What follows belongs to an exercise in optimizing a design on an open flow for small area and a short achievable clock period; a production flow would make more cautious choices. At most, simulation tests tie the RTL to the original design; equivalence was not proved. No driver is modelled on the clock port, so clock power and skew are understated where the tree is cut down; a real chip needs a root buffer or a tree. No activity file was given, so power comes from the tool's default toggle rates.

==> run a <==
Design video_frame_top, start of the top module:
module video_frame_top
(
   input  logic   clk,
   input  logic   arst_n,
   input  video_pkg::mode_t  mode,
   input  logic   cam_valid,
   input  logic   cam_frame_start,
   input  video_pkg::pixel_t cam_pixel,
   input  logic   copy_start,
   output logic   copy_done,
   output video_pkg::pixel_t vid_pixel,
   output logic   vid_hsync,
   output logic   vid_vsync,
   output logic   vid_blank
);
   logic [5:0] hcount;
   logic [4:0] vcount;
   logic       hblank, vblank, hsync, vsync, blank;
   logic       hwin, vwin;
   logic       next_hblank, next_vblank, next_hwin, next_vwin;
   logic       hreset, vreset;
   assign hreset = (hcount == 6'(64 - 1));
   assign vreset = hreset && (vcount == 5'(30 - 1));
   assign next_hblank = hreset ? 1'b0 : ((hcount == 6'(48 - 1)) ? 1'b1 : hblank);
   assign next_vblank = vreset ? 1'b0 :
                        ((hreset && vcount == 5'(24 - 1)) ? 1'b1 : vblank);
   assign next_hwin   = (hcount == 6'(8 - 1)) ? 1'b1 :
                        ((hcount == 6'(8 + 16 - 1)) ? 1'b0 : hwin);
   assign next_vwin   = (hreset && vcount == 5'(4 - 1)) ? 1'b1 :
                        ((hreset && vcount == 5'(4 + 8 - 1)) ? 1'b0 : vwin);
   video_pkg::mode_t mode_q;
   logic sel_data, sel_fill;
   always_ff @(posedge clk or negedge arst_n) begin
      if (!arst_n) begin
         hcount   <= '0;
  ...
clock: 3.5 ns
lec_check: 0
cap_margin: 20
core_margin: 2
core_utilization: 65
place_density: 0.75
setup_slack_margin: 1.9
slew_margin: 20
standard.sh (not shown) runs the stock make flow with config.mk's settings and CLKGATE_MAP_FILE= SYNTH_SCRIPT=/design/flow/synth_recipe.tcl, a recipe that flattens the netlist after the stock synthesis.
==> flow/flow/run.sh <==
#!/bin/bash
# Standard layout with two extra steps:
#  - before CTS, a hand-built two-level clock tree (flow/pre_cts.tcl)
#    replaces TritonCTS; the rest of the CTS step (legalisation, setup and
#    hold repair) runs as usual;
#  - before detailed placement, each output port's register (and the
#    inverter after it, if any) is moved next to the port's output buffer.
set -euo pipefail
here=$(pwd)
export PRE_DETAIL_PLACE_TCL="$here/flow/out_regs.tcl"
export PRE_CTS_TCL="$here/flow/pre_cts.tcl"
bash standard.sh > "$here/standard.log" 2>&1
Other scripts of this flow, unchanged in this note and not shown: flow/flow/manual_cts.tcl, flow/flow/out_regs.tcl, flow/flow/pre_cts.tcl
==> run b: changes against run a <==
Settings changed: SETUP_SLACK_MARGIN 1.9 to 1.75.
==> comparison <==
First-iteration DRC count: run a is larger than run b (0.53%).
In synthesized area, run b and run a do not differ.
Against run b, the final cell count of run a is larger by about 0.6%.
Between run a and run b, the lower combinational power is in run b (gap about 7%, measured against run b).
Against run a, the wire length of run b is higher by 0.87%.
Synthesized cell count is the same in run b and run a.
Between run a and run b, the lower sequential share of layout area is in run a (gap 0.48 points).
==> figures <==
item                                                                         run b       run a
Area used by multi-input combinational logic                            7920 sq um  8030 sq um
Wire length of the first global-routing pass                             138000 um   138000 um
Outcome                                                   timing/DRC/antenna clean  timing/DRC/antenna clean
Slack of the critical path                                                 1720 ps     1710 ps
Power in the clock group                                                   11.3 mW     11.2 mW
Worst-Margin Slew                                                           928 ps      970 ps
Final worst path period share                                                51.0%       51.1%
Post-placement worst setup slack                                            938 ps     1020 ps
Vias in the first global route                                               22900       23200
Final Util                                                                   70.3%       70.8%
Clock-pin slew of the registers on the worst-case setup and hold paths      100 ps      110 ps
Worst hold margin                                                           169 ps      213 ps
Met1 layer usage reported by global route                                    29.1%       29.5%
FF-to-FF setup slack                                                       1790 ps     1800 ps
Crit path arrival time                                                     1080 ps     1090 ps
CP endpoint                                                              vid_hsync   vid_blank
No run of this note takes its clock network from TritonCTS; it comes from the design's own scripts or RTL.

==> 04-22 <==
video_frame_top, a different RTL version from the one above (not shown whole).
==> flow/design.v (excerpt) <==
module video_frame_top
(
   input  logic   clk,
   input  logic   arst_n,
   input  video_pkg::mode_t  mode,
   input  logic   cam_valid,
   input  logic   cam_frame_start,
   input  video_pkg::pixel_t cam_pixel,
   input  logic   copy_start,
   output logic   copy_done,
   output video_pkg::pixel_t vid_pixel,
   output logic   vid_hsync,
   output logic   vid_vsync,
   output logic   vid_blank
);
==> flow/config.mk <==
export PLATFORM = sky130hd
export DESIGN_NAME = video_frame_top
export DESIGN_NICKNAME = video_frame_top
export VERILOG_FILES = /design/flow/design.v
export SDC_FILE = /design/flow/constraint.sdc
export NUM_CORES = 4
export LEC_CHECK = 0
export CAP_MARGIN = 20
export CORE_MARGIN = 2
export CORE_UTILIZATION = 65
export PLACE_DENSITY = 0.75
export SETUP_SLACK_MARGIN = 1.75
export SLEW_MARGIN = 20
==> flow/constraint.sdc <==
create_clock -name core_clock -period 3.5 [get_ports {clk}]
set_input_delay 0.7000 -clock core_clock [delete_from_list [all_inputs] [get_ports {clk}]]
set_output_delay 0.7000 -clock core_clock [all_outputs]
set_load 0.01 [all_outputs]
==> flow/flow/pre_cts.tcl <==
# Build the clock tree by hand (see manual_cts.tcl) in place of TritonCTS:
# the clock port feeds four root buffers, each root a group of leaf
# buffers, each leaf a compact cluster of about 36 register clock pins.
source [file join [file dirname [info script]] manual_cts.tcl]
mcts_build 36 4
# the flow's CTS call then only marks the clock as propagated
proc clock_tree_synthesis { args } {
  set_propagated_clock [all_clocks]
  puts "clock tree built by manual_cts.tcl"
}
Scripts as last shown in full above: flow/flow/run.sh
Other scripts of this flow, unchanged in this note and not shown: flow/flow/manual_cts.tcl, flow/flow/out_regs.tcl
==> 08-14: changes against 04-22 <==
--- a/flow/design.v
+++ b/flow/design.v
@@ -54,10 +54,11 @@
          hsync    <= 1'b1;
          vsync    <= 1'b1;
          blank    <= 1'b1;
          sel_data <= 1'b0;
          sel_fill <= 1'b0;
+         mode_q   <= video_pkg::mode_view;
       end else begin
          hcount <= hreset ? '0 : hcount + 1'b1;
          if (hreset) begin
             vcount <= vreset ? '0 : vcount + 1'b1;
          end
@@ -70,14 +71,12 @@
          vsync  <= (hreset && vcount == 5'(26 - 1)) ? 1'b0 :
                    ((hreset && vcount == 5'(28 - 1)) ? 1'b1 : vsync);
          blank  <= next_vblank | next_hblank;
          sel_data <= next_hwin && next_vwin && mode_q[0];
          sel_fill <= !(next_vblank || next_hblank) && !(next_hwin && next_vwin);
-      end
-   end
-   always_ff @(posedge clk) begin
-      mode_q <= mode;
+         mode_q   <= mode;
+      end
    end
    logic [6:0] wr_ptr;
    logic [6:0] this_addr;
    logic [3:0] wslot_idx;
    logic [3:0] phc;       
@@ -139,27 +138,32 @@
    assign ck   = cnt[5:0];
    assign last = active && (cnt == {3'd7, 6'd58});
    always_ff @(posedge clk or negedge arst_n) begin
       if (!arst_n) begin
          active    <= 1'b0;
+         cnt       <= '0;
          copy_done <= 1'b0;
       end else begin
          if (active) begin
+            cnt <= cnt + 1'b1;
             if (last) active <= 1'b0;
          end else if (copy_start) begin
             active <= 1'b1;
+            cnt    <= '0;
          end
          copy_done <= last;
       end
    end
-   always_ff @(posedge clk) begin
-      cnt <= active ? cnt + 1'b1 : '0;
-   end
-   always_ff @(posedge clk) begin
-      ld <= active && (ck >= 6'd25) && (ck <= 6'd40);
-      for (int r = 0; r < 8; r++) begin
-         we1[r] <= active && (ck >= 6'd42) && (ck <= 6'd57) && (crow == 3'(r));
+   always_ff @(posedge clk or negedge arst_n) begin
+      if (!arst_n) begin
+         ld   <= 1'b0;
+         we1  <= '0;
+      end else begin
+         ld <= active && (ck >= 6'd25) && (ck <= 6'd40);
+         for (int r = 0; r < 8; r++) begin
+            we1[r] <= active && (ck >= 6'd42) && (ck <= 6'd57) && (crow == 3'(r));
+         end
       end
    end
    logic [7:0] wh_d [16];
    logic [15:1] wh_v;
    logic [15:0] wh_in;
==> flow/flow/pre_cts.tcl (replaced) <==
# Build the clock tree by hand (see manual_cts.tcl) in place of TritonCTS:
# the clock port feeds four root buffers, each root a group of leaf
# buffers, each leaf a compact cluster of about 32 register clock pins.
source [file join [file dirname [info script]] manual_cts.tcl]
mcts_build 32 4
# the flow's CTS call then only marks the clock as propagated
proc clock_tree_synthesis { args } {
  set_propagated_clock [all_clocks]
  puts "clock tree built by manual_cts.tcl"
}
==> notes <==
- Against 08-14, the first-iteration DRC count of 04-22 is smaller by 23%.
- Sequential power is about the same in 08-14 and 04-22.
- Against 08-14, the setup slack of 04-22 is better by 0.029 ns.
- Cell count: 04-22 is lower than 08-14 (1.7%).
- In sequential cell count, 08-14 and 04-22 do not differ.
- Against 08-14, the critical path depth of 04-22 is lower by 4.
- Combinational power is about the same in 04-22 and 08-14.
- Against 08-14, the fmax of 04-22 is higher by 1.6%.
- Between 04-22 and 08-14, the lower utilization is in 04-22 (gap 1.4 points).
==> figures <==
Result of the run: 04-22 finished clean; 08-14 finished clean
Ratio of final minimum period to clock period: 04-22 50.5%; 08-14 51.3%
Sequential cell fraction of total power: 04-22 71.1%; 08-14 70.2%
Final total power: 04-22 0.0417 W; 08-14 0.0426 W
Cell with the largest stage delay on the worst path: 04-22 sky130_fd_sc_hd__dfrtp_1; 08-14 sky130_fd_sc_hd__dfxtp_4
Top routing layer in use: 04-22 met4; 08-14 met5
Worst r2r dst: 04-22 b1[127][7]; 08-14 b1[15][7]
Power per unit of standard cell area: 04-22 709 nW/um2; 08-14 708 nW/um2
Combinational share of power: 04-22 3.1%; 08-14 3.0%
Register-to-register path setup slack: 04-22 1.80 ns; 08-14 1.70 ns
Area after DPL: 04-22 56,800 um2; 08-14 57,100 um2
Number of fillers in the final layout: 04-22 5,247; 08-14 5,169
Synth Area in Adders: 04-22 0.543%; 08-14 0.539%
Met2 Usage GRT: 04-22 34.2%; 08-14 35.9%
Antenna violations before repair: 04-22 6; 08-14 8
Number of ordinary inverters in the final layout: 04-22 42; 08-14 48
Violation count after the first detailed-route iteration: 04-22 1,263; 08-14 1,637
Area of combinational cells with multiple inputs: 04-22 7420 um2; 08-14 7920 um2
Parity-gate share of the synthesized area counting xor and xnor cells: 04-22 0.332%; 08-14 0.283%
Fraction of the core area covered by cells at the end of the flow: 04-22 69.4%; 08-14 70.8%
Function not checked in 08-14: the RTL went through the layout flow alone. In every run of this note, the design's own scripts or RTL, not TritonCTS, make the clock network.

==> separate check: timing with driven ports <==
How much do the figures lean on ideal ports? The routed layouts below were timed once more, with nothing changed but the port constraints. Step 1, drivers: a clkbuf_16 drives clk and a buf_2 each remaining input, both assumed. Step 2 times the ports against the registers' clock, not the clock port: input delays grow and output delays shrink by t, the midpoint of the rising clock arrivals with the driver on. Three values: ideal ports, drivers, drivers and shift; two values: the first two.
run	t, ns	setup WS [ns]	latest minus earliest clock arrival (ns)	worst register clock-pin slew, ns	worst slew at a driven data input, ns
run a	0.666	1.710 / 1.570 / 1.443	0.048 / 0.049	0.11 / 0.11	0.05
run b	0.668	1.716 / 1.580 / 1.241	0.040 / 0.041	0.11 / 0.11	0.04
04-22	0.648	1.732 / 1.600 / 1.321	0.065 / 0.066	0.12 / 0.12	0.04
08-14	0.672	1.703 / 1.580 / 1.438	0.053 / 0.052	0.11 / 0.11	0.04
After both steps setup and hold are still met in every run listed. The setup slack of run b, which loses most, moves by -0.136 ns with the drivers and by -0.475 ns with both steps.
